Background: an optimization exercise with open tools, aiming at small area, a short achievable clock period and few clock cycles per item. Do not read the settings as production practice.
Only simulation tests tie the RTL to the original design; equivalence was not proved.

==> inputs of run K <==
Design xoshiro256ss_generator, start of the top module:
module xoshiro256ss_generator
(
    input  logic      i_clk,
    input  logic      i_rst_n,
    input  logic      i_in_valid,
    output logic      o_in_stall,
    input  logic [64:0]  i_in_data,
    output logic      o_out_valid,
    input  logic      i_out_stall,
    output logic [116:0] o_out_data
);
    logic        r_ir_v, r_ir_k;
    logic [63:0] r_ir_d;
    logic       r_vb, r_vc, r_vd, r_ve;
    logic [1:0] r_ccount;
    logic       r_zf;
    logic [63:0] r_s0, r_s1, r_s2, r_s3;
    logic        r_p_v;
    logic [63:0] r_p;
    logic        r_om_v, r_os_v;
    logic [63:0] r_om, r_os;
    logic [63:0] r_m1s, r_m1c, r_z3, r_m2s, r_m2c;
    logic busy, start, ctr_step, ready, exec, p_moves, pop;
    assign busy     = r_vb | r_vc | r_vd | r_ve;
    assign start    = r_ir_v & (r_ir_k == CMD_SEED) & !r_vb;
    assign ctr_step = start | (r_vb & (r_ccount != 2'd0));
    assign p_moves  = r_p_v & !r_os_v;
    assign exec     = r_ir_v & (r_ir_k != CMD_SEED) & !busy & (!r_p_v | !r_os_v);
    assign pop      = r_om_v & !i_out_stall;
    logic       r_ready;
    logic       n_ir_v, n_ir_k, n_vb, n_vc, n_vd, n_ve, n_p_v, n_os_v;
    logic [1:0] n_ccount;
    logic       n_busy, n_start, n_ctr_step, n_exec, n_ready;
    assign ready = r_ready;
    always_comb begin
        n_ir_v   = ready ? i_in_valid : (r_ir_v & !(start | exec));
        n_ir_k   = ready ? i_in_data[64] : r_ir_k;
        n_vb     = start | (r_vb & (r_ccount != 2'd0));
  ...
==> module xoshiro256ss_generator, before the edit <==
module xoshiro256ss_generator
(
    input  logic      i_clk,
    input  logic      i_rst_n,
    input  logic      i_in_valid,
    output logic      o_in_stall,
    input  logic [64:0]  i_in_data,
    output logic      o_out_valid,
    input  logic      i_out_stall,
    output logic [116:0] o_out_data
);
    logic        r_ir_v, r_ir_k;
    logic [63:0] r_ir_d;
    logic       r_vb, r_vc, r_vd, r_ve;
    logic [1:0] r_ccount;
    logic       r_zf;
    logic [63:0] r_s0, r_s1, r_s2, r_s3;
    logic        r_p_v;
    logic [63:0] r_p;
    logic        r_om_v, r_os_v;
    logic [63:0] r_om, r_os;
    logic [63:0] r_m1s, r_m1c, r_z3, r_m2s, r_m2c;
    logic busy, start, ctr_step, ready, exec, p_moves, pop;
    assign busy     = r_vb | r_vc | r_vd | r_ve;
    assign start    = r_ir_v & (r_ir_k == CMD_SEED) & !r_vb;
    assign ctr_step = start | (r_vb & (r_ccount != 2'd0));
    assign p_moves  = r_p_v & !r_os_v;
    assign exec     = r_ir_v & (r_ir_k != CMD_SEED) & !busy & (!r_p_v | !r_os_v);
    assign pop      = r_om_v & !i_out_stall;
    logic       r_ready;
    logic       n_ir_v, n_ir_k, n_vb, n_vc, n_vd, n_ve, n_p_v, n_os_v;
    logic [1:0] n_ccount;
    logic       n_busy, n_start, n_ctr_step, n_exec, n_ready;
    assign ready = r_ready;
    always_comb begin
        n_ir_v   = ready ? i_in_valid : (r_ir_v & !(start | exec));
        n_ir_k   = ready ? i_in_data[64] : r_ir_k;
        n_vb     = start | (r_vb & (r_ccount != 2'd0));
        n_ccount = start ? 2'd3 : ((r_vb & (r_ccount != 2'd0)) ? r_ccount - 2'd1 : r_ccount);
        n_vc     = r_vb;
        n_vd     = r_vc;
        n_ve     = r_vd;
        n_p_v    = exec | (r_p_v & !p_moves);
        n_os_v   = r_os_v ? !pop : (p_moves & r_om_v & !pop);
        n_busy     = n_vb | n_vc | n_vd | n_ve;
        n_start    = n_ir_v & (n_ir_k == CMD_SEED) & !n_vb;
        n_ctr_step = n_start | (n_vb & (n_ccount != 2'd0));
        n_exec     = n_ir_v & (n_ir_k != CMD_SEED) & !n_busy & (!n_p_v | !n_os_v);
        n_ready    = !n_ctr_step & (!n_ir_v | n_exec);
    end
    always_ff @(posedge i_clk) begin
        if (!i_rst_n)
            r_ready <= 1'b1;
        else
            r_ready <= n_ready;
    end
    assign o_in_stall = !r_ready;
    always_ff @(posedge i_clk) begin
        if (ctr_step)
            r_ir_d <= r_ir_d + SM_GAMMA;
        else if (ready)
            r_ir_d <= i_in_data[63:0];
    end
    always_ff @(posedge i_clk) begin
        if (!i_rst_n) begin
            r_ir_v <= 1'b0;
            r_ir_k <= 1'b0;
        end else if (ready) begin
            r_ir_v <= i_in_valid;
            r_ir_k <= i_in_data[64];
        end else if (start | exec) begin
            r_ir_v <= 1'b0;
        end
    end
    always_ff @(posedge i_clk) begin
        if (!i_rst_n) begin
            r_vb     <= 1'b0;
            r_vc     <= 1'b0;
            r_vd     <= 1'b0;
            r_ve     <= 1'b0;
            r_ccount <= 2'd0;
            r_zf     <= 1'b1;
        end else begin
            if (start) begin
                r_vb     <= 1'b1;
                r_ccount <= 2'd3;
                r_zf     <= 1'b0;
            end else if (r_vb) begin
                if (r_ccount == 2'd0)
                    r_vb <= 1'b0;
                else
                    r_ccount <= r_ccount - 2'd1;
            end
            r_vc <= r_vb;
            r_vd <= r_vc;
            r_ve <= r_vd;
        end
    end
    logic [63:0] z1, m1s, m1c, z2, m2s, m2c, z4, word;
    assign z1 = r_ir_d ^ (r_ir_d >> 30);
    xsr256_mul1 u_mul1 (.x(z1), .ps(m1s), .pc(m1c));
    assign z2 = r_m1s + r_m1c;
    xsr256_mul2 u_mul2 (.x(r_z3), .ps(m2s), .pc(m2c));
    assign z4 = r_m2s + r_m2c;
    assign word = z4 ^ (z4 >> 31);
    always_ff @(posedge i_clk) begin
        r_m1s <= m1s;
        r_m1c <= m1c;
        r_z3  <= z2 ^ (z2 >> 27);
        r_m2s <= m2s;
        r_m2c <= m2c;
    end
    logic [63:0] t, w2, w3;
    assign t  = r_s1 << 17;
    assign w2 = r_s2 ^ r_s0;
    assign w3 = r_s3 ^ r_s1;
    always_ff @(posedge i_clk) begin
        if (r_ve) begin
            r_s0 <= r_s1;
            r_s1 <= r_s2;
            r_s2 <= r_s3;
            r_s3 <= word;
        end else if (exec) begin
            r_s0 <= r_s0 ^ w3;
            r_s1 <= r_s1 ^ w2;
            r_s2 <= w2 ^ t;
            r_s3 <= {w3[18:0], w3[63:19]};
        end
    end
    always_ff @(posedge i_clk) begin
        if (exec)
            r_p <= r_zf ? 64'd0 : (r_s1 + {r_s1[61:0], 2'b00});
    end
    always_ff @(posedge i_clk) begin
        if (!i_rst_n)
            r_p_v <= 1'b0;
        else if (exec)
            r_p_v <= 1'b1;
        else if (p_moves)
            r_p_v <= 1'b0;
    end
    logic [63:0] rp, res;
    assign rp  = {r_p[56:0], r_p[63:57]};
    assign res = rp + {rp[60:0], 3'b000};
    always_ff @(posedge i_clk) begin
        if (!r_os_v)
            r_os <= res;
        if (!r_om_v | pop)
            r_om <= r_os_v ? r_os : res;
    end
    always_ff @(posedge i_clk) begin
        if (!i_rst_n) begin
            r_om_v <= 1'b0;
            r_os_v <= 1'b0;
        end else begin
            if (!r_om_v | pop)
                r_om_v <= r_os_v | p_moves;
            if (r_os_v)
                r_os_v <= !pop;
            else
                r_os_v <= p_moves & r_om_v & !pop;
        end
    end
    assign o_out_valid = r_om_v;
    assign o_out_data  = {r_om, r_om[63:11]};
endmodule
Settings: LEC_CHECK=0, CAP_MARGIN=20, CORE_MARGIN=2, CORE_UTILIZATION=40, SLEW_MARGIN=20; clock period 12.0 ns.
standard.sh (not shown) runs the stock make flow with config.mk's settings and CLKGATE_MAP_FILE= SYNTH_SCRIPT=/design/flow/synth_recipe.tcl, a recipe that flattens the netlist after the stock synthesis.
==> flow/flow/run.sh <==
#!/bin/bash
# Standard ORFS layout, with repair_timing aiming for extra setup slack
# (the clock and constraints are the design's own).
set -euo pipefail
bash standard.sh SETUP_SLACK_MARGIN=8 finish > standard_flow.log 2>&1
==> inputs of run Y, as changes to run K <==
--- a/flow/design.v
+++ b/flow/design.v
@@ -4110,4 +4110,5 @@
     logic       r_vb, r_vc, r_vd, r_ve;
     logic [1:0] r_ccount;
+    logic [1:0] r_widx;      
     logic       r_zf;
     logic [63:0] r_s0, r_s1, r_s2, r_s3;
@@ -4118,5 +4119,5 @@
     logic [63:0] r_m1s, r_m1c, r_z3, r_m2s, r_m2c;
     logic busy, start, ctr_step, ready, exec, p_moves, pop;
-    assign busy     = r_vb | r_vc | r_vd | r_ve;
+    assign busy     = r_vb | r_vc | r_vd | (r_ve & (r_widx != 2'd3));
     assign start    = r_ir_v & (r_ir_k == CMD_SEED) & !r_vb;
     assign ctr_step = start | (r_vb & (r_ccount != 2'd0));
@@ -4126,5 +4127,5 @@
     logic       r_ready;
     logic       n_ir_v, n_ir_k, n_vb, n_vc, n_vd, n_ve, n_p_v, n_os_v;
-    logic [1:0] n_ccount;
+    logic [1:0] n_ccount, n_widx;
     logic       n_busy, n_start, n_ctr_step, n_exec, n_ready;
     assign ready = r_ready;
@@ -4137,7 +4138,8 @@
         n_vd     = r_vc;
         n_ve     = r_vd;
+        n_widx   = r_widx + {1'b0, r_ve};
         n_p_v    = exec | (r_p_v & !p_moves);
         n_os_v   = r_os_v ? !pop : (p_moves & r_om_v & !pop);
-        n_busy     = n_vb | n_vc | n_vd | n_ve;
+        n_busy     = n_vb | n_vc | n_vd | (n_ve & (n_widx != 2'd3));
         n_start    = n_ir_v & (n_ir_k == CMD_SEED) & !n_vb;
         n_ctr_step = n_start | (n_vb & (n_ccount != 2'd0));
@@ -4176,4 +4178,5 @@
             r_ve     <= 1'b0;
             r_ccount <= 2'd0;
+            r_widx   <= 2'd0;
             r_zf     <= 1'b1;
         end else begin
@@ -4191,4 +4194,6 @@
             r_vd <= r_vc;
             r_ve <= r_vd;
+            if (r_ve)
+                r_widx <= r_widx + 2'd1;
         end
     end
@@ -4207,19 +4212,20 @@
         r_m2c <= m2c;
     end
-    logic [63:0] t, w2, w3;
-    assign t  = r_s1 << 17;
-    assign w2 = r_s2 ^ r_s0;
-    assign w3 = r_s3 ^ r_s1;
-    always_ff @(posedge i_clk) begin
-        if (r_ve) begin
-            r_s0 <= r_s1;
-            r_s1 <= r_s2;
-            r_s2 <= r_s3;
-            r_s3 <= word;
-        end else if (exec) begin
+    logic [63:0] s3e, t, w2, w3;
+    assign s3e = r_ve ? word : r_s3;
+    assign t   = r_s1 << 17;
+    assign w2  = r_s2 ^ r_s0;
+    assign w3  = s3e ^ r_s1;
+    always_ff @(posedge i_clk) begin
+        if (exec) begin
             r_s0 <= r_s0 ^ w3;
             r_s1 <= r_s1 ^ w2;
             r_s2 <= w2 ^ t;
             r_s3 <= {w3[18:0], w3[63:19]};
+        end else if (r_ve) begin
+            if (r_widx == 2'd0) r_s0 <= word;
+            if (r_widx == 2'd1) r_s1 <= word;
+            if (r_widx == 2'd2) r_s2 <= word;
+            if (r_widx == 2'd3) r_s3 <= word;
         end
     end
==> flow/flow/run.sh (replaced) <==
#!/bin/bash
# Standard ORFS layout, with repair_timing aiming for extra setup slack and
# plain buffers on the ports (the clock and constraints are the design's own).
set -euo pipefail
bash standard.sh SETUP_SLACK_MARGIN=8.1 "BUFFER_PORTS_ARGS=-buffer_cell sky130_fd_sc_hd__buf_2" finish > standard_flow.log 2>&1
==> comparison table <==
quantity                                                                        run Y              run K
Worst Path Required                                                          12.51 ns           12.62 ns
End of the worst register-to-register path                         r_s0[32]$_DFFE_PP_  r_m1s[53]$_DFF_P_
Number of sequential cells                                                        807                805
Share of synthesized area occupied by flip-flops and latches                   0.2612             0.2678
Multi-In Gates                                                                   7524               7204
Routing usage on met3                                                         0.05497            0.05318
Inst Count DP                                                                   11590              11090
Post-CTS setup buffers                                                            145                146
# resized after CTS                                                               351                420
Highest attainable clock frequency                                          246.9 MHz          249.6 MHz
Fraction of synthesized cell area taken by the top area cell type              0.2194             0.2252
Detail-routed net length per standard cell                                   25.48 um           25.75 um
Signal buf overhead                                                           0.05530            0.06696
Outcome                                                      timing/DRC/antenna clean  timing/DRC/antenna clean
Clock-cell share of area                                                      0.03619            0.03641
Testbench counts of run K, summed over its fixed seeds: cycles 7,949, items 6,380.
Testbench counts of run Y, summed over its fixed seeds: cycles 7,752, items 6,380.

port drivers added, routing unchanged:
How much do the figures lean on ideal ports? The routed layouts below were timed once more, with nothing changed but the port constraints.
Step 1, drivers: a clkbuf_16 drives i_clk and a buf_2 each remaining input, both assumed.
Step 2 times the ports against the registers' clock, not the clock port: input delays grow and output delays shrink by t, the midpoint of the rising clock arrivals with the driver on.
Slacks: ideal ports / drivers / drivers and shift; pairs: ideal ports / drivers.
run	t, ns	slack for setup (ns)	clock arrival spread, ns	worst slew at a driven data input, ns
run K	0.834	7.994 / 7.985 / 7.984	0.109 / 0.110	0.14
run Y	0.822	7.950 / 7.950 / 7.950	0.109 / 0.109	0.15
After both steps setup and hold are still met in every run listed. For run K, which loses most, drivers alone change the setup slack by -0.009 ns; drivers and shift together by -0.010 ns.
